From an optimization exercise on the open Yosys and OpenROAD flow, aimed at small area, a short achievable clock period and few clock cycles; shortcuts taken in it are not production practice.
Where RTL was checked, it was by simulation tests only, not by an equivalence proof against the original.
The RTL of run 2 was laid out without a check of its function.
No activity file was given, so power comes from the tool's default toggle rates.

==> flow/design.v, too long to show whole: its modules and the start of the top module <==
// module fa_cell: 11 lines
// module ha_cell: 10 lines
// module bsel_cell: 11 lines
// module mac_b: 653 lines
// module mac_c: 84 lines
// module lenet_top: 274 lines
module lenet_top
(
    input  wire                     clk,
    input  wire                     rst,
    input  wire lenet_pkg::mem_wr_t img_wr,
    input  wire lenet_pkg::kernel_t kernel,
    input  wire                     start,
    output logic                    busy,
    output logic                    finish,
    output lenet_pkg::pool_result_t result
);
  // ...
==> flow/flow/run.sh <==
#!/bin/bash
set -euo pipefail
MARGIN=6.7
sed "s/\"\${@:-finish}\"/SETUP_SLACK_MARGIN=${MARGIN} BUFFER_PORTS_ARGS='-buffer_cell sky130_fd_sc_hd__buf_2' \"\${@:-finish}\"/" standard.sh > standard_margin.sh
grep -q "SETUP_SLACK_MARGIN=${MARGIN}" standard_margin.sh
bash standard_margin.sh synth > standard_synth.log 2>&1
openroad -no_init -exit flow/downsize.tcl > downsize.log 2>&1
bash standard_margin.sh > standard_margin.log 2>&1
==> flow/flow/downsize.tcl <==
# Resize cells of the synthesized netlist before the layout (same functions,
# other drive strengths); the timing repair steps resize further as needed.
#  - the Booth-select gates that synthesis sized _2 get their _1 size
#  - the kernel-encoding and window registers, which each drive about 16
#    Booth-select gates, get the strongest flip-flop of their type
set res orfs/results/$::env(FLOW_PLATFORM)/lenet_top/base
read_liberty $::env(FLOW_HOME)/platforms/$::env(FLOW_PLATFORM)/lib/sky130_fd_sc_hd__tt_025C_1v80.lib
read_db $res/1_synth.odb
set n 0
set m 0
foreach inst [get_cells *] {
  set master [get_property [get_lib_cells -of_objects $inst] name]
  if {$master eq "sky130_fd_sc_hd__a22oi_2"} {
    replace_cell $inst sky130_fd_sc_hd__a22oi_1
    incr n
  } elseif {$master eq "sky130_fd_sc_hd__dfxtp_1" &&
            [regexp {^(one_q|two_q|neg_q|win)\[} [get_full_name $inst]]} {
    replace_cell $inst sky130_fd_sc_hd__dfxtp_4
    incr m
  }
}
puts "downsized $n Booth-select gates, upsized $m registers"
write_db $res/1_synth.odb
==> flow/standard.sh <==
#!/bin/bash
# synth_recipe.tcl (not shown) runs the flow's synth.tcl, then flattens the netlist and writes it again
# the make line also repeats each setting of config.mk as NAME=value (left out here)
make -C /OpenROAD-flow-scripts/flow DESIGN_CONFIG=/design/flow/config.mk WORK_HOME=/design/flow/orfs CLKGATE_MAP_FILE= SYNTH_SCRIPT=/design/flow/synth_recipe.tcl "${@:-finish}"
==> flow/config.mk <==
export PLATFORM = sky130hd
export DESIGN_NAME = lenet_top
export DESIGN_NICKNAME = lenet_top
export VERILOG_FILES = /design/flow/design.v
export SDC_FILE = /design/flow/constraint.sdc
export NUM_CORES = 4
export LEC_CHECK = 0
export CAP_MARGIN = 20
export CORE_MARGIN = 2
export CORE_UTILIZATION = 40
export CTS_CLUSTER_DIAMETER = 80
export CTS_CLUSTER_SIZE = 30
export SLEW_MARGIN = 20
export SYNTH_HIERARCHICAL = 1
export SYNTH_MINIMUM_KEEP_SIZE = 0
==> flow/constraint.sdc <==
create_clock -name core_clock -period 10.0 [get_ports {clk}]
set_input_delay 2.0000 -clock core_clock [delete_from_list [all_inputs] [get_ports {clk}]]
set_output_delay 2.0000 -clock core_clock [all_outputs]
set_load 0.01 [all_outputs]
==> summary.txt, run 1 <==
Timing
  – Clock Skews: around 0.057 ns
  – Worst-margin pin slew: approximately 1.1 ns
  – Max Fclk: 305 MHz

Outcome
  – Status: finished clean

Cells and area
  – FF/Latch Area: ~29000 µm²
  – Biggest regs: img (512), win (96)
  – Area Growth Syn to Fin: 6.93%
  – Layout Utilization: between 40% and 50%
  – Most common cell after layout, fill and taps aside: xnor2_1
  – Max reg flops: a little over 500
  – Inverter count: 48
  – Sequential share of cell area: between 40 and 50%

Hold path
  – Worst hold endpoint: t1[6]

Placed design
  – PortBufs: approximately 160

Global route
  – Initial antenna violation count: 11
  – Met2 GRT Util: 38.2%
  – GR Util met1: a little under a third

Setup path
  – Worst Setup Start Kind: flip-flop
  – Top delay family on crit path: adder cells
  – Biggest cell delay along the critical path: roughly 0.64 ns
  – Crit end category: flip-flop

Detailed routing
  – Routed vias: slightly above 40000
  – DRC viols: 0

Pwr
  – Overall Power: about 23 mW
  – Power density over cell area: ~330 nW/µm²
  – Static Leak: between 20 and 25 nW
  – Highest-power group: combinational logic
  – Worst ir drop on vdd: 194 µV
  – Total internal power: 13.1 mW

Die
  – Starting Density: around two fifths
  – Die W: 412 µm

Flow run
  – Max cap viols: 0

Clocking
  – CTS H-tree depth: 3
  – CTS Hold Bufs: 0
  – Post-CTS Resized: 3

Logic synthesis
  – Cells after Synth: 4940
Testbench counts, summed over its fixed seeds: cycles 9,456.
==> module mac_c, before the edit <==
module mac_c
(
    input  wire [73:0]      r,
    input  wire [19:0]     k,
    output logic [19:0]     sa,
    output logic [19:0]     sb
);
    logic s1, c2, s3, c4, s5, c6, s7, c8, s9, c10, s11, c12;
    logic s13, c14, s15, c16, s17, c18, s19, c20, s21, c22, s23, c24;
    logic s25, c26, s27, c28, s29, c30, s31, c32, s33, c34, s35, c36;
    logic s37, c38, s39, c40, s41, c42, s43, c44, s45, c46, s47, c48;
    logic s49, c50, s51, c52, s53, c54, s55, c56, s57, c58, s59, c60;
    logic s61, c62, s63, c64, s65, c66, s67, c68, s69, c70, s71, c72;
    logic s73, c74, s75, c76, s77, c78, s79, c80, s81, c82, s83, c84;
    logic s85, c86, s87, c88, s89, c90, s91, c92, s93, c94, s95, c96;
    logic s97, c98, s99, c100, s101, c102, s103, c104, s105, c106, s107, c108;
    logic s109, c110, s111, c112, s113, c114, s115, c116, s117, c118, s119, c120;
    logic s121, c122, s123, c124, s125, c126;
    ha_cell u_s1 (.a(r[16]), .b(r[17]), .s(s1), .co(c2));
    ha_cell u_s3 (.a(r[22]), .b(r[23]), .s(s3), .co(c4));
    fa_cell u_s5 (.a(r[27]), .b(r[28]), .c(r[29]), .s(s5), .co(c6));
    fa_cell u_s7 (.a(r[30]), .b(r[31]), .c(r[32]), .s(s7), .co(c8));
    fa_cell u_s9 (.a(r[35]), .b(r[36]), .c(r[37]), .s(s9), .co(c10));
    fa_cell u_s11 (.a(r[38]), .b(r[39]), .c(r[40]), .s(s11), .co(c12));
    fa_cell u_s13 (.a(r[42]), .b(r[43]), .c(r[44]), .s(s13), .co(c14));
    fa_cell u_s15 (.a(r[45]), .b(r[46]), .c(r[47]), .s(s15), .co(c16));
    fa_cell u_s17 (.a(r[49]), .b(r[50]), .c(r[51]), .s(s17), .co(c18));
    ha_cell u_s19 (.a(r[52]), .b(r[53]), .s(s19), .co(c20));
    fa_cell u_s21 (.a(r[55]), .b(r[56]), .c(r[57]), .s(s21), .co(c22));
    ha_cell u_s23 (.a(r[7]), .b(r[8]), .s(s23), .co(c24));
    fa_cell u_s25 (.a(r[11]), .b(r[12]), .c(r[13]), .s(s25), .co(c26));
    ha_cell u_s27 (.a(r[14]), .b(r[15]), .s(s27), .co(c28));
    fa_cell u_s29 (.a(r[18]), .b(r[19]), .c(r[20]), .s(s29), .co(c30));
    fa_cell u_s31 (.a(r[21]), .b(k[6]), .c(s1), .s(s31), .co(c32));
    fa_cell u_s33 (.a(r[24]), .b(r[25]), .c(r[26]), .s(s33), .co(c34));
    fa_cell u_s35 (.a(k[7]), .b(s3), .c(c2), .s(s35), .co(c36));
    fa_cell u_s37 (.a(r[33]), .b(r[34]), .c(k[8]), .s(s37), .co(c38));
    fa_cell u_s39 (.a(s5), .b(s7), .c(c4), .s(s39), .co(c40));
    fa_cell u_s41 (.a(r[41]), .b(k[9]), .c(s9), .s(s41), .co(c42));
    fa_cell u_s43 (.a(s11), .b(c6), .c(c8), .s(s43), .co(c44));
    fa_cell u_s45 (.a(r[48]), .b(k[10]), .c(s13), .s(s45), .co(c46));
    fa_cell u_s47 (.a(s15), .b(c10), .c(c12), .s(s47), .co(c48));
    fa_cell u_s49 (.a(r[54]), .b(k[11]), .c(s17), .s(s49), .co(c50));
    fa_cell u_s51 (.a(s19), .b(c14), .c(c16), .s(s51), .co(c52));
    fa_cell u_s53 (.a(r[58]), .b(r[59]), .c(k[12]), .s(s53), .co(c54));
    fa_cell u_s55 (.a(s21), .b(c18), .c(c20), .s(s55), .co(c56));
    fa_cell u_s57 (.a(r[60]), .b(r[61]), .c(r[62]), .s(s57), .co(c58));
    fa_cell u_s59 (.a(r[63]), .b(k[13]), .c(c22), .s(s59), .co(c60));
    fa_cell u_s61 (.a(r[64]), .b(r[65]), .c(r[66]), .s(s61), .co(c62));
    fa_cell u_s63 (.a(r[67]), .b(r[68]), .c(k[14]), .s(s63), .co(c64));
    fa_cell u_s65 (.a(r[69]), .b(r[70]), .c(r[71]), .s(s65), .co(c66));
    ha_cell u_s67 (.a(r[4]), .b(r[5]), .s(s67), .co(c68));
    fa_cell u_s69 (.a(r[9]), .b(r[10]), .c(k[4]), .s(s69), .co(c70));
    fa_cell u_s71 (.a(k[5]), .b(s25), .c(s27), .s(s71), .co(c72));
    fa_cell u_s73 (.a(s29), .b(s31), .c(c26), .s(s73), .co(c74));
    fa_cell u_s75 (.a(s33), .b(s35), .c(c30), .s(s75), .co(c76));
    fa_cell u_s77 (.a(s37), .b(s39), .c(c34), .s(s77), .co(c78));
    fa_cell u_s79 (.a(s41), .b(s43), .c(c38), .s(s79), .co(c80));
    fa_cell u_s81 (.a(s45), .b(s47), .c(c42), .s(s81), .co(c82));
    fa_cell u_s83 (.a(s49), .b(s51), .c(c46), .s(s83), .co(c84));
    fa_cell u_s85 (.a(s53), .b(s55), .c(c50), .s(s85), .co(c86));
    fa_cell u_s87 (.a(s57), .b(s59), .c(c54), .s(s87), .co(c88));
    fa_cell u_s89 (.a(s61), .b(s63), .c(c58), .s(s89), .co(c90));
    fa_cell u_s91 (.a(k[15]), .b(s65), .c(c62), .s(s91), .co(c92));
    fa_cell u_s93 (.a(r[72]), .b(r[73]), .c(k[16]), .s(s93), .co(c94));
    ha_cell u_s95 (.a(r[2]), .b(r[3]), .s(s95), .co(c96));
    fa_cell u_s97 (.a(r[6]), .b(k[3]), .c(s67), .s(s97), .co(c98));
    fa_cell u_s99 (.a(s23), .b(s69), .c(c68), .s(s99), .co(c100));
    fa_cell u_s101 (.a(c24), .b(s71), .c(c70), .s(s101), .co(c102));
    fa_cell u_s103 (.a(c28), .b(s73), .c(c72), .s(s103), .co(c104));
    fa_cell u_s105 (.a(c32), .b(s75), .c(c74), .s(s105), .co(c106));
    fa_cell u_s107 (.a(c36), .b(s77), .c(c76), .s(s107), .co(c108));
    fa_cell u_s109 (.a(c40), .b(s79), .c(c78), .s(s109), .co(c110));
    fa_cell u_s111 (.a(c44), .b(s81), .c(c80), .s(s111), .co(c112));
    fa_cell u_s113 (.a(c48), .b(s83), .c(c82), .s(s113), .co(c114));
    fa_cell u_s115 (.a(c52), .b(s85), .c(c84), .s(s115), .co(c116));
    fa_cell u_s117 (.a(c56), .b(s87), .c(c86), .s(s117), .co(c118));
    fa_cell u_s119 (.a(c60), .b(s89), .c(c88), .s(s119), .co(c120));
    fa_cell u_s121 (.a(c64), .b(s91), .c(c90), .s(s121), .co(c122));
    fa_cell u_s123 (.a(c66), .b(s93), .c(c92), .s(s123), .co(c124));
    ha_cell u_s125 (.a(k[17]), .b(c94), .s(s125), .co(c126));
    assign sa = {k[19], k[18], s125, s123, s121, s119, s117, s115, s113, s111, s109, s107, s105, s103, s101, s99, s97, k[2], r[1], r[0]};
    assign sb = {1'b0, c126, c124, c122, c120, c118, c116, c114, c112, c110, c108, c106, c104, c102, c100, c98, c96, s95, k[1], k[0]};
endmodule
==> module lenet_top, before the edit <==
module lenet_top
(
    input  wire                     clk,
    input  wire                     rst,
    input  wire lenet_pkg::mem_wr_t img_wr,
    input  wire lenet_pkg::kernel_t kernel,
    input  wire                     start,
    output logic                    busy,
    output logic                    finish,
    output lenet_pkg::pool_result_t result
);
    localparam int ACC_W = 20;
    logic       running;
    logic       a_act;       
    logic [1:0] rp;          
    logic [2:0] col;         
    logic       a_last;
    logic       rest1;       
    logic       rest2;
    logic       shift;
    lenet_pkg::mem_wr_t wr_q;    
    logic       b_vld, c_vld, d_vld, e_vld;
    logic       b_last, c_last, d_last, e_last;
    logic [1:0] e_rp;        
    logic [2:0] e_col;
    assign a_last = a_act && rp == 2'd2 && col == 3'd5;
    assign shift  = (a_act && rp == 2'd2) || rest1 || rest2;
    always_ff @(posedge clk)
    begin
        if (rst)
        begin
            running <= 1'b0;
            a_act   <= 1'b0;
            rest1   <= 1'b0;
            rest2   <= 1'b0;
            b_vld   <= 1'b0;
            c_vld   <= 1'b0;
            d_vld   <= 1'b0;
            e_vld   <= 1'b0;
            b_last  <= 1'b0;
            c_last  <= 1'b0;
            d_last  <= 1'b0;
            e_last  <= 1'b0;
            finish  <= 1'b0;
        end
        else
        begin
            rest1  <= a_last;
            rest2  <= rest1;
            b_vld  <= a_act;
            c_vld  <= b_vld;
            d_vld  <= c_vld;
            e_vld  <= d_vld;
            b_last <= a_last;
            c_last <= b_last;
            d_last <= c_last;
            e_last <= d_last;
            finish <= e_last;
            if (!running)
            begin
                running <= start;
                a_act   <= start;
                b_vld   <= start && !wr_q.en;
            end
            else
            begin
                if (a_last)
                    a_act <= 1'b0;
                if (e_last)
                    running <= 1'b0;
            end
        end
    end
    always_ff @(posedge clk)
    begin
        if (rst || !running)
        begin
            rp  <= (!rst && !running && start && !wr_q.en) ? 2'd1 : 2'd0;
            col <= '0;
        end
        else if (a_act)
        begin
            rp <= rp + 2'd1;
            if (rp == 2'd2)
            begin
                rp  <= '0;
                col <= col + 3'd1;
            end
        end
    end
    always_ff @(posedge clk)
    begin
        if (!running)
        begin
            e_rp  <= '0;
            e_col <= '0;
        end
        else if (e_vld)
        begin
            e_rp <= e_rp + 2'd1;
            if (e_rp == 2'd2)
            begin
                e_rp  <= '0;
                e_col <= e_col + 3'd1;
            end
        end
    end
    assign busy = running;
    logic [8-1:0] img [64];
    always_ff @(posedge clk)
        wr_q <= img_wr;
    genvar gi;
    generate
        for (gi = 0; gi < 64; gi++)
        begin : g_img
            always_ff @(posedge clk)
            begin
                if (wr_q.en && wr_q.addr == gi)
                    img[gi] <= wr_q.data;
                else if (shift)
                    img[gi] <= img[(gi & 56) | ((gi + 1) & 7)];
            end
        end
    endgenerate
    logic [8:0][3:0]   one_q, two_q, neg_q;
    logic [ACC_W-1:0]  krow_q;
    logic [8:0][8:0]   wx;       
    always_comb
        for (int t = 0; t < 9; t++)
            wx[t] = {kernel.weight[t], 1'b0};
    always_ff @(posedge clk)
    begin
        for (int t = 0; t < 9; t++)
            for (int i = 0; i < 4; i++)
            begin
                one_q[t][i] <= wx[t][2 * i + 1] ^ wx[t][2 * i];
                two_q[t][i] <= (wx[t][2 * i + 2] & ~wx[t][2 * i + 1] & ~wx[t][2 * i])
                             | (~wx[t][2 * i + 2] & wx[t][2 * i + 1] & wx[t][2 * i]);
                neg_q[t][i] <= wx[t][2 * i + 2];
            end
    end
    localparam logic [ACC_W-1:0] KCONST = ACC_W'(-15 * (2 ** 9 + 2 ** 11 + 2 ** 13 + 2 ** 15));
    logic [3:0]        cnt_q [4];
    logic [3:0]        ncnt [4];
    logic [ACC_W-1:0]  kx_q;
    always_ff @(posedge clk)
        kx_q <= ACC_W'({{(ACC_W - 12){kernel.bias[7]}}, kernel.bias, 4'b0}) + KCONST;
    genvar gd;
    generate
        for (gd = 0; gd < 4; gd++)
        begin : g_cnt
            logic [8:0] b;
            logic       s0, s1, s2, c0, c1, c2, s3, c3, s4, c4, h1, hc, h2, h3;
            always_comb
                for (int t = 0; t < 9; t++)
                    b[t] = wx[t][2 * gd + 2];
            fa_cell f0_i (.a(b[0]), .b(b[1]), .c(b[2]), .s(s0), .co(c0));
            fa_cell f1_i (.a(b[3]), .b(b[4]), .c(b[5]), .s(s1), .co(c1));
            fa_cell f2_i (.a(b[6]), .b(b[7]), .c(b[8]), .s(s2), .co(c2));
            fa_cell f3_i (.a(s0), .b(s1), .c(s2), .s(s3), .co(c3));
            fa_cell f4_i (.a(c0), .b(c1), .c(c2), .s(s4), .co(c4));
            ha_cell h0_i (.a(c3), .b(s4), .s(h1), .co(hc));
            ha_cell h1_i (.a(c4), .b(hc), .s(h2), .co(h3));
            always_ff @(posedge clk)
                cnt_q[gd] <= {h3, h2, h1, s3};
            assign ncnt[gd] = ~cnt_q[gd];
        end
    endgenerate
    always_ff @(posedge clk)
        krow_q <= kx_q
                + (ACC_W'(cnt_q[0]))       + (ACC_W'(cnt_q[1]) << 2)
                + (ACC_W'(cnt_q[2]) << 4)  + (ACC_W'(cnt_q[3]) << 6)
                + (ACC_W'(ncnt[0]) << 9)   + (ACC_W'(ncnt[1]) << 11)
                + (ACC_W'(ncnt[2]) << 13)  + (ACC_W'(ncnt[3]) << 15);
    logic [8-1:0] win [4][3];
    always_ff @(posedge clk)
    begin
        for (int k = 0; k < 3; k++)
        begin
            for (int i = 0; i < 2; i++)
                win[i][k] <= (rp == 2'd0) ? img[i * 8 + k] : win[i + 2][k];
            for (int i = 2; i < 4; i++)
                case (rp)
                    2'd0:    win[i][k] <= img[(i    ) * 8 + k];
                    2'd1:    win[i][k] <= img[(i + 2) * 8 + k];
                    default: win[i][k] <= img[(i + 4) * 8 + k];
                endcase
        end
    end
    logic [8:0][7:0] p0, p1;
    always_comb
    begin
        for (int t = 0; t < 9; t++)
        begin
            p0[t] = win[t / 3][t % 3];
            p1[t] = win[t / 3 + 1][t % 3];
        end
    end
    logic [74-1:0] rb0, rb1, rb0_q, rb1_q;
    mac_b mb0_i (.p(p0), .one(one_q), .two(two_q), .neg(neg_q), .r(rb0));
    mac_b mb1_i (.p(p1), .one(one_q), .two(two_q), .neg(neg_q), .r(rb1));
    always_ff @(posedge clk)
    begin
        rb0_q <= rb0;
        rb1_q <= rb1;
    end
    logic [ACC_W-1:0] sa0, sb0, sa1, sb1;
    logic [ACC_W-1:4] sa0_q, sb0_q, sa1_q, sb1_q;
    logic             cy0_q, cy1_q;
    logic [4:0]       lo0, lo1;
    mac_c mc0_i (.r(rb0_q), .k(krow_q), .sa(sa0), .sb(sb0));
    mac_c mc1_i (.r(rb1_q), .k(krow_q), .sa(sa1), .sb(sb1));
    assign lo0 = 5'(sa0[3:0]) + 5'(sb0[3:0]);
    assign lo1 = 5'(sa1[3:0]) + 5'(sb1[3:0]);
    always_ff @(posedge clk)
    begin
        sa0_q <= sa0[ACC_W-1:4];
        sb0_q <= sb0[ACC_W-1:4];
        sa1_q <= sa1[ACC_W-1:4];
        sb1_q <= sb1[ACC_W-1:4];
        cy0_q <= lo0[4];
        cy1_q <= lo1[4];
    end
    function automatic logic [6:0] clamp(input logic [ACC_W-5:0] a);
        if (a[ACC_W-5])
            clamp = 7'd0;
        else if (|a[ACC_W-6:7])
            clamp = 7'd127;
        else
            clamp = a[6:0];
    endfunction
    logic [ACC_W-4:0] e0, e1;
    logic [6:0]       c0_q, c1_q;
    assign e0 = {sa0_q, cy0_q} + {sb0_q, cy0_q};
    assign e1 = {sa1_q, cy1_q} + {sb1_q, cy1_q};
    always_ff @(posedge clk)
    begin
        c0_q <= clamp(e0[ACC_W-4:1]);
        c1_q <= clamp(e1[ACC_W-4:1]);
    end
    logic [6:0] pm, t0, t1, t2, bm;
    logic       g01, g0t, g1t;
    always_comb
    begin
        g01 = c0_q > c1_q;
        g0t = c0_q > t2;
        g1t = c1_q > t2;
        pm  = g01 ? c0_q : c1_q;
        if (g01 && g0t)
            bm = c0_q;
        else if (!g01 && g1t)
            bm = c1_q;
        else
            bm = t2;
    end
    always_ff @(posedge clk)
    begin
        t0 <= pm;
        t1 <= t0;
        t2 <= t1;
    end
    logic [6:0] res [9];
    generate
        for (gi = 0; gi < 9; gi++)
        begin : g_res
            always_ff @(posedge clk)
            begin
                if (e_vld && e_col[0] && e_rp == gi / 3 && e_col[2:1] == gi % 3)
                    res[gi] <= bm;
            end
            assign result.value[gi] = {1'b0, res[gi]};
        end
    endgenerate
endmodule
==> run 2, diff against run 1 <==
--- a/flow/design.v
+++ b/flow/design.v
@@ -52,17 +52,17 @@
     assign x = ((one & pj) | (two & pk)) ^ neg;
 endmodule
 module mac_b
 (
     input  wire [8:0][7:0] p,
     input  wire [8:0][3:0] one,
     input  wire [8:0][3:0] two,
     input  wire [8:0][3:0] neg,
-    output logic [73:0]     r
+    output logic [100:0]     r
 );
     logic x1, x2, x3, x4, x5, x6, x7, x8, x9, x10, x11, x12;
     logic x13, x14, x15, x16, x17, x18, x19, x20, x21, x22, x23, x24;
     logic x25, x26, x27, x28, x29, x30, x31, x32, x33, x34, x35, x36;
     logic x37, x38, x39, x40, x41, x42, x43, x44, x45, x46, x47, x48;
     logic x49, x50, x51, x52, x53, x54, x55, x56, x57, x58, x59, x60;
     logic x61, x62, x63, x64, x65, x66, x67, x68, x69, x70, x71, x72;
     logic x73, x74, x75, x76, x77, x78, x79, x80, x81, x82, x83, x84;
@@ -118,21 +118,17 @@
     logic s673, c674, s675, c676, s677, c678, s679, c680, s681, c682, s683, c684;
     logic s685, c686, s687, c688, s689, c690, s691, c692, s693, c694, s695, c696;
     logic s697, c698, s699, c700, s701, c702, s703, c704, s705, c706, s707, c708;
     logic s709, c710, s711, c712, s713, c714, s715, c716, s717, c718, s719, c720;
     logic s721, c722, s723, c724, s725, c726, s727, c728, s729, c730, s731, c732;
     logic s733, c734, s735, c736, s737, c738, s739, c740, s741, c742, s743, c744;
     logic s745, c746, s747, c748, s749, c750, s751, c752, s753, c754, s755, c756;
     logic s757, c758, s759, c760, s761, c762, s763, c764, s765, c766, s767, c768;
-    logic s769, c770, s771, c772, s773, c774, s775, c776, s777, c778, s779, c780;
-    logic s781, c782, s783, c784, s785, c786, s787, c788, s789, c790, s791, c792;
-    logic s793, c794, s795, c796, s797, c798, s799, c800, s801, c802, s803, c804;
-    logic s805, c806, s807, c808, s809, c810, s811, c812, s813, c814, s815, c816;
-    logic s817, c818, s819, c820, s821, c822, s823, c824;
+    logic s769, c770;
     assign x1 = ((one[0][0] & p[0][0])) ^ neg[0][0];
     bsel_cell u_x2 (.one(one[0][0]), .two(two[0][0]), .neg(neg[0][0]), .pj(p[0][1]), .pk(p[0][0]), .x(x2));
     bsel_cell u_x3 (.one(one[0][0]), .two(two[0][0]), .neg(neg[0][0]), .pj(p[0][2]), .pk(p[0][1]), .x(x3));
     bsel_cell u_x4 (.one(one[0][0]), .two(two[0][0]), .neg(neg[0][0]), .pj(p[0][3]), .pk(p[0][2]), .x(x4));
     bsel_cell u_x5 (.one(one[0][0]), .two(two[0][0]), .neg(neg[0][0]), .pj(p[0][4]), .pk(p[0][3]), .x(x5));
     bsel_cell u_x6 (.one(one[0][0]), .two(two[0][0]), .neg(neg[0][0]), .pj(p[0][5]), .pk(p[0][4]), .x(x6));
     bsel_cell u_x7 (.one(one[0][0]), .two(two[0][0]), .neg(neg[0][0]), .pj(p[0][6]), .pk(p[0][5]), .x(x7));
     bsel_cell u_x8 (.one(one[0][0]), .two(two[0][0]), .neg(neg[0][0]), .pj(p[0][7]), .pk(p[0][6]), .x(x8));
@@ -670,128 +666,134 @@
     fa_cell u_s755 (.a(s655), .b(s657), .c(s659), .s(s755), .co(c756));
     fa_cell u_s757 (.a(c656), .b(c658), .c(c660), .s(s757), .co(c758));
     fa_cell u_s759 (.a(c662), .b(c664), .c(s665), .s(s759), .co(c760));
     fa_cell u_s761 (.a(s667), .b(s669), .c(s671), .s(s761), .co(c762));
     fa_cell u_s763 (.a(c666), .b(c668), .c(c670), .s(s763), .co(c764));
     fa_cell u_s765 (.a(c672), .b(s673), .c(s675), .s(s765), .co(c766));
     fa_cell u_s767 (.a(c674), .b(c676), .c(c678), .s(s767), .co(c768));
     fa_cell u_s769 (.a(c680), .b(c682), .c(s683), .s(s769), .co(c770));
-    fa_cell u_s771 (.a(c686), .b(s687), .c(s549), .s(s771), .co(c772));
-    fa_cell u_s773 (.a(c688), .b(s689), .c(s691), .s(s773), .co(c774));
-    fa_cell u_s775 (.a(c690), .b(c692), .c(s693), .s(s775), .co(c776));
-    fa_cell u_s777 (.a(c694), .b(c696), .c(c698), .s(s777), .co(c778));
-    fa_cell u_s779 (.a(s699), .b(s701), .c(s703), .s(s779), .co(c780));
-    fa_cell u_s781 (.a(c700), .b(c702), .c(c704), .s(s781), .co(c782));
-    fa_cell u_s783 (.a(s705), .b(s707), .c(s709), .s(s783), .co(c784));
-    fa_cell u_s785 (.a(c706), .b(c708), .c(c710), .s(s785), .co(c786));
-    fa_cell u_s787 (.a(c712), .b(s713), .c(s715), .s(s787), .co(c788));
-    fa_cell u_s789 (.a(s717), .b(s719), .c(s721), .s(s789), .co(c790));
-    fa_cell u_s791 (.a(c714), .b(c716), .c(c718), .s(s791), .co(c792));
-    fa_cell u_s793 (.a(c720), .b(c722), .c(s723), .s(s793), .co(c794));
-    fa_cell u_s795 (.a(s725), .b(s727), .c(s729), .s(s795), .co(c796));
-    fa_cell u_s797 (.a(c724), .b(c726), .c(c728), .s(s797), .co(c798));
-    fa_cell u_s799 (.a(c730), .b(c732), .c(s733), .s(s799), .co(c800));
-    fa_cell u_s801 (.a(s735), .b(s737), .c(s739), .s(s801), .co(c802));
-    fa_cell u_s803 (.a(c734), .b(c736), .c(c738), .s(s803), .co(c804));
-    fa_cell u_s805 (.a(c740), .b(c742), .c(s743), .s(s805), .co(c806));
-    fa_cell u_s807 (.a(s745), .b(s747), .c(s749), .s(s807), .co(c808));
-    fa_cell u_s809 (.a(c744), .b(c746), .c(c748), .s(s809), .co(c810));
-    fa_cell u_s811 (.a(c750), .b(s751), .c(s753), .s(s811), .co(c812));
-    fa_cell u_s813 (.a(s755), .b(s661), .c(s663), .s(s813), .co(c814));
-    fa_cell u_s815 (.a(c752), .b(c754), .c(c756), .s(s815), .co(c816));
-    fa_cell u_s817 (.a(s757), .b(s759), .c(s761), .s(s817), .co(c818));
-    fa_cell u_s819 (.a(c758), .b(c760), .c(c762), .s(s819), .co(c820));
-    fa_cell u_s821 (.a(s763), .b(s765), .c(s677), .s(s821), .co(c822));
-    fa_cell u_s823 (.a(c764), .b(c766), .c(s767), .s(s823), .co(c824));
-    assign r = {c684, c770, s769, c768, c824, s681, s679, s823, c822, c820, s821, s819, c818, c816, s817, s815, c814, c812, c810, s813, s811, s809, c808, c806, c804, s653, s807, s805, s803, c802, c800, c798, s741, s801, s799, s797, c796, c794, c792, s627, s731, s795, s793, s791, c790, c788, c786, s789, s787, s785, c784, c782, s595, s711, s783, s781, c780, c778, s581, s579, s779, s777, c776, s697, s695, s775, c774, s559, s773, c772, s551, s771, s685, s541};
+    assign r = {c684, c770, s769, c768, s681, s679, s767, c766, c764, s677, s765, s763, c762, c760, c758, s761, s759, s757, c756, c754, c752, s663, s661, s755, s753, s751, c750, c748, c746, c744, s653, s749, s747, s745, s743, c742, c740, c738, c736, c734, s741, s739, s737, s735, s733, c732, c730, c728, c726, c724, s627, s731, s729, s727, s725, s723, c722, c720, c718, c716, c714, s721, s719, s717, s715, s713, c712, c710, c708, c706, s595, s711, s709, s707, s705, c704, c702, c700, s581, s579, s703, s701, s699, c698, c696, c694, s697, s695, s693, c692, c690, s559, s691, s689, c688, s551, s549, s687, c686, s685, s541};
 endmodule
 module mac_c
 (
-    input  wire [73:0]      r,
+    input  wire [100:0]      r,
     input  wire [19:0]     k,
     output logic [19:0]     sa,
     output logic [19:0]     sb
 );
     logic s1, c2, s3, c4, s5, c6, s7, c8, s9, c10, s11, c12;
     logic s13, c14, s15, c16, s17, c18, s19, c20, s21, c22, s23, c24;
     logic s25, c26, s27, c28, s29, c30, s31, c32, s33, c34, s35, c36;
     logic s37, c38, s39, c40, s41, c42, s43, c44, s45, c46, s47, c48;
     logic s49, c50, s51, c52, s53, c54, s55, c56, s57, c58, s59, c60;
     logic s61, c62, s63, c64, s65, c66, s67, c68, s69, c70, s71, c72;
     logic s73, c74, s75, c76, s77, c78, s79, c80, s81, c82, s83, c84;
     logic s85, c86, s87, c88, s89, c90, s91, c92, s93, c94, s95, c96;
     logic s97, c98, s99, c100, s101, c102, s103, c104, s105, c106, s107, c108;
     logic s109, c110, s111, c112, s113, c114, s115, c116, s117, c118, s119, c120;
-    logic s121, c122, s123, c124, s125, c126;
-    ha_cell u_s1 (.a(r[16]), .b(r[17]), .s(s1), .co(c2));
-    ha_cell u_s3 (.a(r[22]), .b(r[23]), .s(s3), .co(c4));
-    fa_cell u_s5 (.a(r[27]), .b(r[28]), .c(r[29]), .s(s5), .co(c6));
-    fa_cell u_s7 (.a(r[30]), .b(r[31]), .c(r[32]), .s(s7), .co(c8));
-    fa_cell u_s9 (.a(r[35]), .b(r[36]), .c(r[37]), .s(s9), .co(c10));
-    fa_cell u_s11 (.a(r[38]), .b(r[39]), .c(r[40]), .s(s11), .co(c12));
-    fa_cell u_s13 (.a(r[42]), .b(r[43]), .c(r[44]), .s(s13), .co(c14));
-    fa_cell u_s15 (.a(r[45]), .b(r[46]), .c(r[47]), .s(s15), .co(c16));
-    fa_cell u_s17 (.a(r[49]), .b(r[50]), .c(r[51]), .s(s17), .co(c18));
-    ha_cell u_s19 (.a(r[52]), .b(r[53]), .s(s19), .co(c20));
-    fa_cell u_s21 (.a(r[55]), .b(r[56]), .c(r[57]), .s(s21), .co(c22));
-    ha_cell u_s23 (.a(r[7]), .b(r[8]), .s(s23), .co(c24));
-    fa_cell u_s25 (.a(r[11]), .b(r[12]), .c(r[13]), .s(s25), .co(c26));
-    ha_cell u_s27 (.a(r[14]), .b(r[15]), .s(s27), .co(c28));
-    fa_cell u_s29 (.a(r[18]), .b(r[19]), .c(r[20]), .s(s29), .co(c30));
-    fa_cell u_s31 (.a(r[21]), .b(k[6]), .c(s1), .s(s31), .co(c32));
-    fa_cell u_s33 (.a(r[24]), .b(r[25]), .c(r[26]), .s(s33), .co(c34));
-    fa_cell u_s35 (.a(k[7]), .b(s3), .c(c2), .s(s35), .co(c36));
-    fa_cell u_s37 (.a(r[33]), .b(r[34]), .c(k[8]), .s(s37), .co(c38));
-    fa_cell u_s39 (.a(s5), .b(s7), .c(c4), .s(s39), .co(c40));
-    fa_cell u_s41 (.a(r[41]), .b(k[9]), .c(s9), .s(s41), .co(c42));
-    fa_cell u_s43 (.a(s11), .b(c6), .c(c8), .s(s43), .co(c44));
-    fa_cell u_s45 (.a(r[48]), .b(k[10]), .c(s13), .s(s45), .co(c46));
-    fa_cell u_s47 (.a(s15), .b(c10), .c(c12), .s(s47), .co(c48));
-    fa_cell u_s49 (.a(r[54]), .b(k[11]), .c(s17), .s(s49), .co(c50));
-    fa_cell u_s51 (.a(s19), .b(c14), .c(c16), .s(s51), .co(c52));
-    fa_cell u_s53 (.a(r[58]), .b(r[59]), .c(k[12]), .s(s53), .co(c54));
-    fa_cell u_s55 (.a(s21), .b(c18), .c(c20), .s(s55), .co(c56));
-    fa_cell u_s57 (.a(r[60]), .b(r[61]), .c(r[62]), .s(s57), .co(c58));
-    fa_cell u_s59 (.a(r[63]), .b(k[13]), .c(c22), .s(s59), .co(c60));
-    fa_cell u_s61 (.a(r[64]), .b(r[65]), .c(r[66]), .s(s61), .co(c62));
-    fa_cell u_s63 (.a(r[67]), .b(r[68]), .c(k[14]), .s(s63), .co(c64));
-    fa_cell u_s65 (.a(r[69]), .b(r[70]), .c(r[71]), .s(s65), .co(c66));
-    ha_cell u_s67 (.a(r[4]), .b(r[5]), .s(s67), .co(c68));
-    fa_cell u_s69 (.a(r[9]), .b(r[10]), .c(k[4]), .s(s69), .co(c70));
-    fa_cell u_s71 (.a(k[5]), .b(s25), .c(s27), .s(s71), .co(c72));
-    fa_cell u_s73 (.a(s29), .b(s31), .c(c26), .s(s73), .co(c74));
-    fa_cell u_s75 (.a(s33), .b(s35), .c(c30), .s(s75), .co(c76));
-    fa_cell u_s77 (.a(s37), .b(s39), .c(c34), .s(s77), .co(c78));
-    fa_cell u_s79 (.a(s41), .b(s43), .c(c38), .s(s79), .co(c80));
-    fa_cell u_s81 (.a(s45), .b(s47), .c(c42), .s(s81), .co(c82));
-    fa_cell u_s83 (.a(s49), .b(s51), .c(c46), .s(s83), .co(c84));
-    fa_cell u_s85 (.a(s53), .b(s55), .c(c50), .s(s85), .co(c86));
-    fa_cell u_s87 (.a(s57), .b(s59), .c(c54), .s(s87), .co(c88));
-    fa_cell u_s89 (.a(s61), .b(s63), .c(c58), .s(s89), .co(c90));
-    fa_cell u_s91 (.a(k[15]), .b(s65), .c(c62), .s(s91), .co(c92));
-    fa_cell u_s93 (.a(r[72]), .b(r[73]), .c(k[16]), .s(s93), .co(c94));
-    ha_cell u_s95 (.a(r[2]), .b(r[3]), .s(s95), .co(c96));
-    fa_cell u_s97 (.a(r[6]), .b(k[3]), .c(s67), .s(s97), .co(c98));
-    fa_cell u_s99 (.a(s23), .b(s69), .c(c68), .s(s99), .co(c100));
-    fa_cell u_s101 (.a(c24), .b(s71), .c(c70), .s(s101), .co(c102));
-    fa_cell u_s103 (.a(c28), .b(s73), .c(c72), .s(s103), .co(c104));
-    fa_cell u_s105 (.a(c32), .b(s75), .c(c74), .s(s105), .co(c106));
-    fa_cell u_s107 (.a(c36), .b(s77), .c(c76), .s(s107), .co(c108));
-    fa_cell u_s109 (.a(c40), .b(s79), .c(c78), .s(s109), .co(c110));
-    fa_cell u_s111 (.a(c44), .b(s81), .c(c80), .s(s111), .co(c112));
-    fa_cell u_s113 (.a(c48), .b(s83), .c(c82), .s(s113), .co(c114));
-    fa_cell u_s115 (.a(c52), .b(s85), .c(c84), .s(s115), .co(c116));
-    fa_cell u_s117 (.a(c56), .b(s87), .c(c86), .s(s117), .co(c118));
-    fa_cell u_s119 (.a(c60), .b(s89), .c(c88), .s(s119), .co(c120));
-    fa_cell u_s121 (.a(c64), .b(s91), .c(c90), .s(s121), .co(c122));
-    fa_cell u_s123 (.a(c66), .b(s93), .c(c92), .s(s123), .co(c124));
-    ha_cell u_s125 (.a(k[17]), .b(c94), .s(s125), .co(c126));
-    assign sa = {k[19], k[18], s125, s123, s121, s119, s117, s115, s113, s111, s109, s107, s105, s103, s101, s99, s97, k[2], r[1], r[0]};
-    assign sb = {1'b0, c126, c124, c122, c120, c118, c116, c114, c112, c110, c108, c106, c104, c102, c100, c98, c96, s95, k[1], k[0]};
+    logic s121, c122, s123, c124, s125, c126, s127, c128, s129, c130, s131, c132;
+    logic s133, c134, s135, c136, s137, c138, s139, c140, s141, c142, s143, c144;
+    logic s145, c146, s147, c148, s149, c150, s151, c152, s153, c154, s155, c156;
+    logic s157, c158, s159, c160, s161, c162, s163, c164, s165, c166, s167, c168;
+    logic s169, c170, s171, c172, s173, c174, s175, c176, s177, c178, s179, c180;
+    logic s181, c182;
+    ha_cell u_s1 (.a(r[31]), .b(r[32]), .s(s1), .co(c2));
+    fa_cell u_s3 (.a(r[40]), .b(r[41]), .c(r[42]), .s(s3), .co(c4));
+    fa_cell u_s5 (.a(r[43]), .b(r[44]), .c(r[45]), .s(s5), .co(c6));
+    fa_cell u_s7 (.a(r[51]), .b(r[52]), .c(r[53]), .s(s7), .co(c8));
+    fa_cell u_s9 (.a(r[54]), .b(r[55]), .c(r[56]), .s(s9), .co(c10));
+    fa_cell u_s11 (.a(r[61]), .b(r[62]), .c(r[63]), .s(s11), .co(c12));
+    fa_cell u_s13 (.a(r[64]), .b(r[65]), .c(r[66]), .s(s13), .co(c14));
+    fa_cell u_s15 (.a(r[71]), .b(r[72]), .c(r[73]), .s(s15), .co(c16));
+    ha_cell u_s17 (.a(r[74]), .b(r[75]), .s(s17), .co(c18));
+    fa_cell u_s19 (.a(r[15]), .b(r[16]), .c(r[17]), .s(s19), .co(c20));
+    ha_cell u_s21 (.a(r[18]), .b(r[19]), .s(s21), .co(c22));
+    fa_cell u_s23 (.a(r[23]), .b(r[24]), .c(r[25]), .s(s23), .co(c24));
+    fa_cell u_s25 (.a(r[26]), .b(r[27]), .c(r[28]), .s(s25), .co(c26));
+    ha_cell u_s27 (.a(r[29]), .b(r[30]), .s(s27), .co(c28));
+    fa_cell u_s29 (.a(r[33]), .b(r[34]), .c(r[35]), .s(s29), .co(c30));
+    fa_cell u_s31 (.a(r[36]), .b(r[37]), .c(r[38]), .s(s31), .co(c32));
+    fa_cell u_s33 (.a(r[39]), .b(k[7]), .c(s1), .s(s33), .co(c34));
+    fa_cell u_s35 (.a(r[46]), .b(r[47]), .c(r[48]), .s(s35), .co(c36));
+    fa_cell u_s37 (.a(r[49]), .b(r[50]), .c(k[8]), .s(s37), .co(c38));
+    fa_cell u_s39 (.a(s3), .b(s5), .c(c2), .s(s39), .co(c40));
+    fa_cell u_s41 (.a(r[57]), .b(r[58]), .c(r[59]), .s(s41), .co(c42));
+    fa_cell u_s43 (.a(r[60]), .b(k[9]), .c(s7), .s(s43), .co(c44));
+    fa_cell u_s45 (.a(s9), .b(c4), .c(c6), .s(s45), .co(c46));
+    fa_cell u_s47 (.a(r[67]), .b(r[68]), .c(r[69]), .s(s47), .co(c48));
+    fa_cell u_s49 (.a(r[70]), .b(k[10]), .c(s11), .s(s49), .co(c50));
+    fa_cell u_s51 (.a(s13), .b(c8), .c(c10), .s(s51), .co(c52));
+    fa_cell u_s53 (.a(r[76]), .b(r[77]), .c(r[78]), .s(s53), .co(c54));
+    fa_cell u_s55 (.a(r[79]), .b(k[11]), .c(s15), .s(s55), .co(c56));
+    fa_cell u_s57 (.a(s17), .b(c12), .c(c14), .s(s57), .co(c58));
+    fa_cell u_s59 (.a(r[80]), .b(r[81]), .c(r[82]), .s(s59), .co(c60));
+    fa_cell u_s61 (.a(r[83]), .b(r[84]), .c(r[85]), .s(s61), .co(c62));
+    fa_cell u_s63 (.a(k[12]), .b(c16), .c(c18), .s(s63), .co(c64));
+    fa_cell u_s65 (.a(r[86]), .b(r[87]), .c(r[88]), .s(s65), .co(c66));
+    fa_cell u_s67 (.a(r[89]), .b(r[90]), .c(r[91]), .s(s67), .co(c68));
+    fa_cell u_s69 (.a(r[92]), .b(r[93]), .c(r[94]), .s(s69), .co(c70));
+    ha_cell u_s71 (.a(r[2]), .b(r[3]), .s(s71), .co(c72));
+    fa_cell u_s73 (.a(r[6]), .b(r[7]), .c(r[8]), .s(s73), .co(c74));
+    fa_cell u_s75 (.a(r[10]), .b(r[11]), .c(r[12]), .s(s75), .co(c76));
+    ha_cell u_s77 (.a(r[13]), .b(r[14]), .s(s77), .co(c78));
+    fa_cell u_s79 (.a(r[20]), .b(r[21]), .c(r[22]), .s(s79), .co(c80));
+    fa_cell u_s81 (.a(k[5]), .b(s19), .c(s21), .s(s81), .co(c82));
+    fa_cell u_s83 (.a(k[6]), .b(s23), .c(s25), .s(s83), .co(c84));
+    fa_cell u_s85 (.a(s27), .b(c20), .c(c22), .s(s85), .co(c86));
+    fa_cell u_s87 (.a(s29), .b(s31), .c(s33), .s(s87), .co(c88));
+    fa_cell u_s89 (.a(c24), .b(c26), .c(c28), .s(s89), .co(c90));
+    fa_cell u_s91 (.a(s35), .b(s37), .c(s39), .s(s91), .co(c92));
+    fa_cell u_s93 (.a(c30), .b(c32), .c(c34), .s(s93), .co(c94));
+    fa_cell u_s95 (.a(s41), .b(s43), .c(s45), .s(s95), .co(c96));
+    fa_cell u_s97 (.a(c36), .b(c38), .c(c40), .s(s97), .co(c98));
+    fa_cell u_s99 (.a(s47), .b(s49), .c(s51), .s(s99), .co(c100));
+    fa_cell u_s101 (.a(c42), .b(c44), .c(c46), .s(s101), .co(c102));
+    fa_cell u_s103 (.a(s53), .b(s55), .c(s57), .s(s103), .co(c104));
+    fa_cell u_s105 (.a(c48), .b(c50), .c(c52), .s(s105), .co(c106));
+    fa_cell u_s107 (.a(s59), .b(s61), .c(s63), .s(s107), .co(c108));
+    fa_cell u_s109 (.a(c54), .b(c56), .c(c58), .s(s109), .co(c110));
+    fa_cell u_s111 (.a(k[13]), .b(s65), .c(s67), .s(s111), .co(c112));
+    fa_cell u_s113 (.a(c60), .b(c62), .c(c64), .s(s113), .co(c114));
+    fa_cell u_s115 (.a(r[95]), .b(r[96]), .c(k[14]), .s(s115), .co(c116));
+    fa_cell u_s117 (.a(s69), .b(c66), .c(c68), .s(s117), .co(c118));
+    fa_cell u_s119 (.a(r[97]), .b(r[98]), .c(k[15]), .s(s119), .co(c120));
+    ha_cell u_s121 (.a(r[4]), .b(r[5]), .s(s121), .co(c122));
+    fa_cell u_s123 (.a(r[9]), .b(k[3]), .c(s73), .s(s123), .co(c124));
+    fa_cell u_s125 (.a(k[4]), .b(s75), .c(s77), .s(s125), .co(c126));
+    fa_cell u_s127 (.a(s79), .b(s81), .c(c76), .s(s127), .co(c128));
+    fa_cell u_s129 (.a(s83), .b(s85), .c(c80), .s(s129), .co(c130));
+    fa_cell u_s131 (.a(s87), .b(s89), .c(c84), .s(s131), .co(c132));
+    fa_cell u_s133 (.a(s91), .b(s93), .c(c88), .s(s133), .co(c134));
+    fa_cell u_s135 (.a(s95), .b(s97), .c(c92), .s(s135), .co(c136));
+    fa_cell u_s137 (.a(s99), .b(s101), .c(c96), .s(s137), .co(c138));
+    fa_cell u_s139 (.a(s103), .b(s105), .c(c100), .s(s139), .co(c140));
+    fa_cell u_s141 (.a(s107), .b(s109), .c(c104), .s(s141), .co(c142));
+    fa_cell u_s143 (.a(s111), .b(s113), .c(c108), .s(s143), .co(c144));
+    fa_cell u_s145 (.a(s115), .b(s117), .c(c112), .s(s145), .co(c146));
+    fa_cell u_s147 (.a(c70), .b(s119), .c(c116), .s(s147), .co(c148));
+    fa_cell u_s149 (.a(r[99]), .b(r[100]), .c(k[16]), .s(s149), .co(c150));
+    ha_cell u_s151 (.a(k[2]), .b(s71), .s(s151), .co(c152));
+    fa_cell u_s153 (.a(c72), .b(s123), .c(c122), .s(s153), .co(c154));
+    fa_cell u_s155 (.a(c74), .b(s125), .c(c124), .s(s155), .co(c156));
+    fa_cell u_s157 (.a(c78), .b(s127), .c(c126), .s(s157), .co(c158));
+    fa_cell u_s159 (.a(c82), .b(s129), .c(c128), .s(s159), .co(c160));
+    fa_cell u_s161 (.a(c86), .b(s131), .c(c130), .s(s161), .co(c162));
+    fa_cell u_s163 (.a(c90), .b(s133), .c(c132), .s(s163), .co(c164));
+    fa_cell u_s165 (.a(c94), .b(s135), .c(c134), .s(s165), .co(c166));
+    fa_cell u_s167 (.a(c98), .b(s137), .c(c136), .s(s167), .co(c168));
+    fa_cell u_s169 (.a(c102), .b(s139), .c(c138), .s(s169), .co(c170));
+    fa_cell u_s171 (.a(c106), .b(s141), .c(c140), .s(s171), .co(c172));
+    fa_cell u_s173 (.a(c110), .b(s143), .c(c142), .s(s173), .co(c174));
+    fa_cell u_s175 (.a(c114), .b(s145), .c(c144), .s(s175), .co(c176));
+    fa_cell u_s177 (.a(c118), .b(s147), .c(c146), .s(s177), .co(c178));
+    fa_cell u_s179 (.a(c120), .b(s149), .c(c148), .s(s179), .co(c180));
+    ha_cell u_s181 (.a(k[17]), .b(c150), .s(s181), .co(c182));
+    assign sa = {k[19], k[18], s181, s179, s177, s175, s173, s171, s169, s167, s165, s163, s161, s159, s157, s155, s153, s121, r[1], r[0]};
+    assign sb = {1'b0, c182, c180, c178, c176, c174, c172, c170, c168, c166, c164, c162, c160, c158, c156, c154, c152, s151, k[1], k[0]};
 endmodule
 `default_nettype wire
 `default_nettype none
 module lenet_top
 (
     input  wire                     clk,
     input  wire                     rst,
     input  wire lenet_pkg::mem_wr_t img_wr,
@@ -805,21 +807,20 @@
     logic       running;
     logic       a_act;       
     logic [1:0] rp;          
     logic [2:0] col;         
     logic       a_last;
     logic       rest1;       
     logic       rest2;
     logic       shift;
-    lenet_pkg::mem_wr_t wr_q;    
     logic       b_vld, c_vld, d_vld, e_vld;
     logic       b_last, c_last, d_last, e_last;
-    logic [1:0] e_rp;        
-    logic [2:0] e_col;
+    logic [1:0] b_rp, c_rp, d_rp, e_rp;
+    logic [2:0] b_col, c_col, d_col, e_col;
     assign a_last = a_act && rp == 2'd2 && col == 3'd5;
     assign shift  = (a_act && rp == 2'd2) || rest1 || rest2;
     always_ff @(posedge clk)
     begin
         if (rst)
         begin
             running <= 1'b0;
             a_act   <= 1'b0;
@@ -847,101 +848,92 @@
             c_last <= b_last;
             d_last <= c_last;
             e_last <= d_last;
             finish <= e_last;
             if (!running)
             begin
                 running <= start;
                 a_act   <= start;
-                b_vld   <= start && !wr_q.en;
             end
             else
             begin
                 if (a_last)
                     a_act <= 1'b0;
                 if (e_last)
                     running <= 1'b0;
             end
         end
     end
     always_ff @(posedge clk)
     begin
-        if (rst || !running)
+        if (!running)
         begin
-            rp  <= (!rst && !running && start && !wr_q.en) ? 2'd1 : 2'd0;
+            rp  <= '0;
             col <= '0;
         end
         else if (a_act)
         begin
             rp <= rp + 2'd1;
             if (rp == 2'd2)
             begin
                 rp  <= '0;
                 col <= col + 3'd1;
             end
         end
-    end
-    always_ff @(posedge clk)
-    begin
-        if (!running)
-        begin
-            e_rp  <= '0;
-            e_col <= '0;
-        end
-        else if (e_vld)
-        begin
-            e_rp <= e_rp + 2'd1;
-            if (e_rp == 2'd2)
-            begin
-                e_rp  <= '0;
-                e_col <= e_col + 3'd1;
-            end
-        end
+        b_rp  <= rp;
+        c_rp  <= b_rp;
+        d_rp  <= c_rp;
+        e_rp  <= d_rp;
+        b_col <= col;
+        c_col <= b_col;
+        d_col <= c_col;
+        e_col <= d_col;
     end
     assign busy = running;
     logic [8-1:0] img [64];
+    lenet_pkg::mem_wr_t wr_q;    
     always_ff @(posedge clk)
         wr_q <= img_wr;
     genvar gi;
     generate
         for (gi = 0; gi < 64; gi++)
         begin : g_img
             always_ff @(posedge clk)
             begin
                 if (wr_q.en && wr_q.addr == gi)
                     img[gi] <= wr_q.data;
                 else if (shift)
                     img[gi] <= img[(gi & 56) | ((gi + 1) & 7)];
             end
         end
     endgenerate
     logic [8:0][3:0]   one_q, two_q, neg_q;
+    logic [7:0]        bias_q;
     logic [ACC_W-1:0]  krow_q;
     logic [8:0][8:0]   wx;       
     always_comb
         for (int t = 0; t < 9; t++)
             wx[t] = {kernel.weight[t], 1'b0};
     always_ff @(posedge clk)
     begin
         for (int t = 0; t < 9; t++)
             for (int i = 0; i < 4; i++)
             begin
                 one_q[t][i] <= wx[t][2 * i + 1] ^ wx[t][2 * i];
                 two_q[t][i] <= (wx[t][2 * i + 2] & ~wx[t][2 * i + 1] & ~wx[t][2 * i])
                              | (~wx[t][2 * i + 2] & wx[t][2 * i + 1] & wx[t][2 * i]);
                 neg_q[t][i] <= wx[t][2 * i + 2];
             end
+        bias_q <= kernel.bias;
     end
-    localparam logic [ACC_W-1:0] KCONST = ACC_W'(-15 * (2 ** 9 + 2 ** 11 + 2 ** 13 + 2 ** 15));
     logic [3:0]        cnt_q [4];
-    logic [3:0]        ncnt [4];
-    logic [ACC_W-1:0]  kx_q;
-    always_ff @(posedge clk)
-        kx_q <= ACC_W'({{(ACC_W - 12){kernel.bias[7]}}, kernel.bias, 4'b0}) + KCONST;
+    logic [10:0]       n_q;
+    logic [8:0]        bias32_q;
+    logic [ACC_W-1:0]  kx, ky, kz, ks, kc;
     genvar gd;
     generate
         for (gd = 0; gd < 4; gd++)
         begin : g_cnt
             logic [8:0] b;
             logic       s0, s1, s2, c0, c1, c2, s3, c3, s4, c4, h1, hc, h2, h3;
             always_comb
                 for (int t = 0; t < 9; t++)
@@ -950,50 +942,53 @@
             fa_cell f1_i (.a(b[3]), .b(b[4]), .c(b[5]), .s(s1), .co(c1));
             fa_cell f2_i (.a(b[6]), .b(b[7]), .c(b[8]), .s(s2), .co(c2));
             fa_cell f3_i (.a(s0), .b(s1), .c(s2), .s(s3), .co(c3));
             fa_cell f4_i (.a(c0), .b(c1), .c(c2), .s(s4), .co(c4));
             ha_cell h0_i (.a(c3), .b(s4), .s(h1), .co(hc));
             ha_cell h1_i (.a(c4), .b(hc), .s(h2), .co(h3));
             always_ff @(posedge clk)
                 cnt_q[gd] <= {h3, h2, h1, s3};
-            assign ncnt[gd] = ~cnt_q[gd];
         end
     endgenerate
+    always_comb
+    begin
+        kx = ACC_W'({{(ACC_W - 13){bias32_q[8]}}, bias32_q, 4'b0});
+        ky = ACC_W'(n_q);
+        kz = {~n_q, 9'b0};
+        ks = kx ^ ky ^ kz;
+        kc = ((kx & ky) | (kx & kz) | (ky & kz)) << 1;
+    end
     always_ff @(posedge clk)
-        krow_q <= kx_q
-                + (ACC_W'(cnt_q[0]))       + (ACC_W'(cnt_q[1]) << 2)
-                + (ACC_W'(cnt_q[2]) << 4)  + (ACC_W'(cnt_q[3]) << 6)
-                + (ACC_W'(ncnt[0]) << 9)   + (ACC_W'(ncnt[1]) << 11)
-                + (ACC_W'(ncnt[2]) << 13)  + (ACC_W'(ncnt[3]) << 15);
+    begin
+        n_q      <= 11'(cnt_q[0]) + (11'(cnt_q[1]) << 2) + (11'(cnt_q[2]) << 4) + (11'(cnt_q[3]) << 6);
+        bias32_q <= {bias_q[7], bias_q} + 9'd32;
+        krow_q   <= ks + kc;
+    end
     logic [8-1:0] win [4][3];
     always_ff @(posedge clk)
     begin
-        for (int k = 0; k < 3; k++)
-        begin
-            for (int i = 0; i < 2; i++)
-                win[i][k] <= (rp == 2'd0) ? img[i * 8 + k] : win[i + 2][k];
-            for (int i = 2; i < 4; i++)
+        for (int i = 0; i < 4; i++)
+            for (int k = 0; k < 3; k++)
                 case (rp)
                     2'd0:    win[i][k] <= img[(i    ) * 8 + k];
                     2'd1:    win[i][k] <= img[(i + 2) * 8 + k];
                     default: win[i][k] <= img[(i + 4) * 8 + k];
                 endcase
-        end
     end
     logic [8:0][7:0] p0, p1;
     always_comb
     begin
         for (int t = 0; t < 9; t++)
         begin
             p0[t] = win[t / 3][t % 3];
             p1[t] = win[t / 3 + 1][t % 3];
         end
     end
-    logic [74-1:0] rb0, rb1, rb0_q, rb1_q;
+    logic [101-1:0] rb0, rb1, rb0_q, rb1_q;
     mac_b mb0_i (.p(p0), .one(one_q), .two(two_q), .neg(neg_q), .r(rb0));
     mac_b mb1_i (.p(p1), .one(one_q), .two(two_q), .neg(neg_q), .r(rb1));
     always_ff @(posedge clk)
     begin
         rb0_q <= rb0;
         rb1_q <= rb1;
     end
     logic [ACC_W-1:0] sa0, sb0, sa1, sb1;
==> flow/flow/downsize.tcl (replaced) <==
# swap oversized combinational cells of the synthesized netlist for their
# smallest drive strength (same function); registers are not touched
set res orfs/results/$::env(FLOW_PLATFORM)/lenet_top/base
read_liberty $::env(FLOW_HOME)/platforms/$::env(FLOW_PLATFORM)/lib/sky130_fd_sc_hd__tt_025C_1v80.lib
read_db $res/1_synth.odb
set swaps {sky130_fd_sc_hd__a22oi_2 sky130_fd_sc_hd__a22oi_1}
set n 0
foreach inst [get_cells *] {
  set master [get_property [get_lib_cells -of_objects $inst] name]
  if {[dict exists $swaps $master]} {
    replace_cell $inst [dict get $swaps $master]
    incr n
  }
}
puts "downsized $n cells"
write_db $res/1_synth.odb
==> flow/config.mk (replaced) <==
export PLATFORM = sky130hd
export DESIGN_NAME = lenet_top
export DESIGN_NICKNAME = lenet_top
export VERILOG_FILES = /design/flow/design.v
export SDC_FILE = /design/flow/constraint.sdc
export NUM_CORES = 4
export LEC_CHECK = 0
export CAP_MARGIN = 20
export CORE_MARGIN = 2
export CORE_UTILIZATION = 40
export SLEW_MARGIN = 20
export SYNTH_HIERARCHICAL = 1
export SYNTH_MINIMUM_KEEP_SIZE = 0
==> run 2 against run 1 <==
Combinational power is 9% lower. Critical path type unchanged. Clock power is 51% higher. Final area increased by 5.0%. Largest cell class unchanged. Critical endpoint is now rb1_q[38]. Fmax decreased by 3.2%. Total power grew 2.8%. Global-route usage increased by 1.5 points. Via count is 4.7% higher. Wire length grew 8.7%.
==> summary.txt, run 2 <==
Placed design
  – PortBufs: 162 (unchanged)
  – HPWL Detailed: 166000 µm (was 149000 µm)
  – Gpl congestion: 0.991 (was 0.954)

Detailed routing
  – Detail Route Antenna Nets: 0 (unchanged)
  – DR WL/cell: 30.2 µm (was 29.2 µm)
  – Routed vias: 43300 (was 41400)
  – DRC viols: 0 (unchanged)
  – 1st-iter DRT viols: 5663 (was 4318)
  – Vias/cell: 5.80 (was 5.81)
  – Detailed Route WL: 226000 µm (was 208000 µm)
  – TritonRoute pass-1 iters: 7 (unchanged)

Clocking
  – Clk latency of the worst-skew pair: 0.83 ns (was 0.75 ns)
  – CTS tree: done (unchanged)
  – CTS H-tree depth: 4 (was 3)
  – CTS Root Cell: clkbuf_16 (unchanged)
  – Clk slew on worst S/H paths: 0.05 ns (was 0.09 ns)
  – Clock sinks: 1197 (was 1111)
  – Max clock buf depth: 3 (unchanged)
  – CTS Buf Count: 133 (was 68)

Cells and area
  – Multi-input gate area: 35900 µm² (was 35500 µm²)
  – Biggest regs: img (512), rb0_q (101), rb1_q (101) (was img (512), win (96))
  – Most common cell after layout, fill and taps aside: xnor2_1 (unchanged)
  – Area Growth Syn to Fin: 9.30% (was 6.93%)
  – FILL cells: 15300 (was 15000)
  – Share of cells above drive strength 1: 20.6% (was 23.7%)
  – Nets@finish: 5989 (was 5727)
  – Layout Utilization: 44.0% (was 43.1%)
  – Most frequent cells in the layout: 675 x xnor2_1, 620 x fa_1, 575 x edfxtp_1 (was 670 x xnor2_1, 622 x fa_1, 577 x edfxtp_1)
  – Reg with most FFs: img (unchanged)
  – FF/Latch Area: 29800 µm² (was 28800 µm²)
  – Max reg flops: 512 (unchanged)

Timing
  – Slew margin rel.: 15.0% (was 26.3%)
  – Max Fclk: 295 MHz (was 305 MHz)
  – Worst-margin pin slew: 1.27 ns (was 1.09 ns)
  – Slew Viols, Final: 0 (unchanged)
  – Setup_tns: 0 ns (unchanged)
  – Final hold vios: 0 (unchanged)
  – RSZ-0062 raised after global routing: true (unchanged)
  – Minimum clock period: 3.39 ns (was 3.28 ns)
  – Crit share post-route: 33.9% (was 32.8%)
  – Endpoints failing setup: 0 (unchanged)
  – Clock Skews: 0.0429 ns (was 0.0568 ns)

Global route
  – Vias in the first global route: 44700 (was 42700)
  – Initial antenna violation count: 9 (was 11)
  – Tot GR Track Use: 25.7% (was 24.2%)
  – First-pass GRT wire length: 321000 µm (was 296000 µm)
  – Largest net degree at the start of global routing: 104 (was 73)
  – Congestion Overflow GR: 0 (unchanged)

Logic synthesis
  – Synth Cell Area: 68200 µm² (was 66500 µm²)
  – Synthesis Warnings: 11 (was 12)
  – Syn Area/Cell: 13.2 µm² (was 13.5 µm²)
  – Cells after Synth: 5168 (was 4940)

Setup path
  – Worst Setup Start Kind: flip-flop (unchanged)
  – Worst path required time: 10.69 ns (was 10.59 ns)
  – Crit end category: flip-flop (unchanged)
  – Setup crit start: win[4][0] (was win[6][7])
  – Critical path data arrival time: 4.08 ns (was 3.87 ns)
  – Reg-to-Reg Start: win[4][0] (was win[6][7])
  – CP Max Fanout: 16 (was 15)
  – Crit Path Class: flip-flop to flip-flop (unchanged)

Flow run
  – Max cap viols: 0 (unchanged)

Die
  – Starting Density: 40.3% (about the same)
  – Chip Height: 417 µm (was 412 µm)
  – Die ar.: 174000 µm² (was 169000 µm²)
  – Row cnt: 151 (was 149)
  – Core area: 169000 µm² (was 165000 µm²)
  – Die W: 417 µm (was 412 µm)
  – I/O pin cnt: 172 (unchanged)

Pwr
  – Worst ir drop on vdd: 388 µV (was 194 µV)
  – Power density over cell area: 322 nW/µm² (was 328 nW/µm²)
  – Static Leak: 26.4 nW (was 24.8 nW)

Hold path
  – Path type of the worst min-delay path: flip-flop to flip-flop (unchanged)
  – Hold Startpoint: t0[3] (was t0[6])

Outcome
  – Status: finished clean (unchanged)
==> run 2: worst max-delay path, stage by stage (launching register included) <==
cell and delay, ns:
dfxtp_1 1.16, a22oi_1 0.21, xnor2_1 0.36, fa_1 0.49, fa_1 0.59, fa_1 0.45
==> run 2: stage by stage <==
stage	setup slack, ns	hold slack, ns	area (µm²)	power, mW	cells
finish	6.61	0.325	74600	24.0	7464
global route	6.59	0.328	74600	25.6	7461
CTS	6.60	0.326	74400	23.9	7459
detailed placement	6.22	0.313	69800	18.8	7213
global placement	6.19	0.310	69800	18.5	7212
floorplan	6.60	0.310	68300	18.8	5176
==> run 2: layout make-up <==
| type | count | area share (%) |
|---|---|---|
| Antenna cell | 3 | 0.0101 |
| Multi-Input combinational cell | 3525 | 48.2 |
| Tap cell | 2218 | 3.72 |
| Clock buffer | 175 | 5.01 |
| Sequential cell | 1197 | 40.0 |
| Clock inverter | 67 | 1.08 |
| Inverter | 49 | 0.247 |
| Timing Repair Buffer | 230 | 1.81 |
==> run 2: worst paths after layout <==
kind,slack [ns],cells after the start,endpoint
setup / recovery,6.61,5,rb1_q[38]
hold / removal,0.33,0,t1[3]
setup reg to reg,6.61,5,rb1_q[38]
hold reg to reg,0.33,0,t1[3]
==> run 2: repair_timing <==
action                     4_1_cts  5_1_grt
setup buffers                    4        1
setup endpoints to repair      217      266
pin swaps                        1        0
hold buffers                     0        0
resized for setup               20       47
==> run 2: metal layers <==
metal	vias up	global-route usage (%)	routed length (µm)
li1	18000	-	-
met1	22000	33.1	89800
met2	2536	40.0	101000
met3	713	7.21	22800
met4	2	12.2	12200
met5	-	0	11
==> run 2: report_power, final <==
part / leakage [nW] / internal (mW) / switching (mW) / total [mW]
sequential: 10.4 / 6.38 / 0.792 / 7.17
clock: 2.21 / 2.95 / 2.13 / 5.09
combinational: 13.8 / 5.19 / 6.54 / 11.7

==> static timing again, ports no longer ideal <==
The flow's constraints put no driver on any port. The routed layouts listed below were extracted and timed again, unchanged, in two steps. Step 1 (the two cells are an assumption about what drives the block):
set clk [get_ports {clk}]
set_driving_cell -lib_cell sky130_fd_sc_hd__clkbuf_16 $clk
set_driving_cell -lib_cell sky130_fd_sc_hd__buf_2 [delete_from_list [all_inputs] $clk]
Step 2, shift: input delay + t, output delay - t, t = (earliest + latest rising clock arrival at the registers) / 2. This alone moves slack from input paths to output paths. Three values: no drivers, after step 1, after step 2; two values: the first two.
run | shift t [ns] | setup slack, ns | clock arrival spread, ns | worst register clock-pin slew, ns | worst slew at a driven data input, ns
run 1 | 0.807 | 6.716 / 6.632 / 6.340 | 0.060 / 0.061 | 0.11 / 0.11 | 0.10
run 2 | 0.895 | 6.608 / 6.570 / 6.199 | 0.048 / 0.048 | 0.07 / 0.07 | 0.19
After both steps setup and hold are still met in every run listed. The setup slack of run 2, which loses most, moves by -0.038 ns with the drivers and by -0.409 ns with both steps.
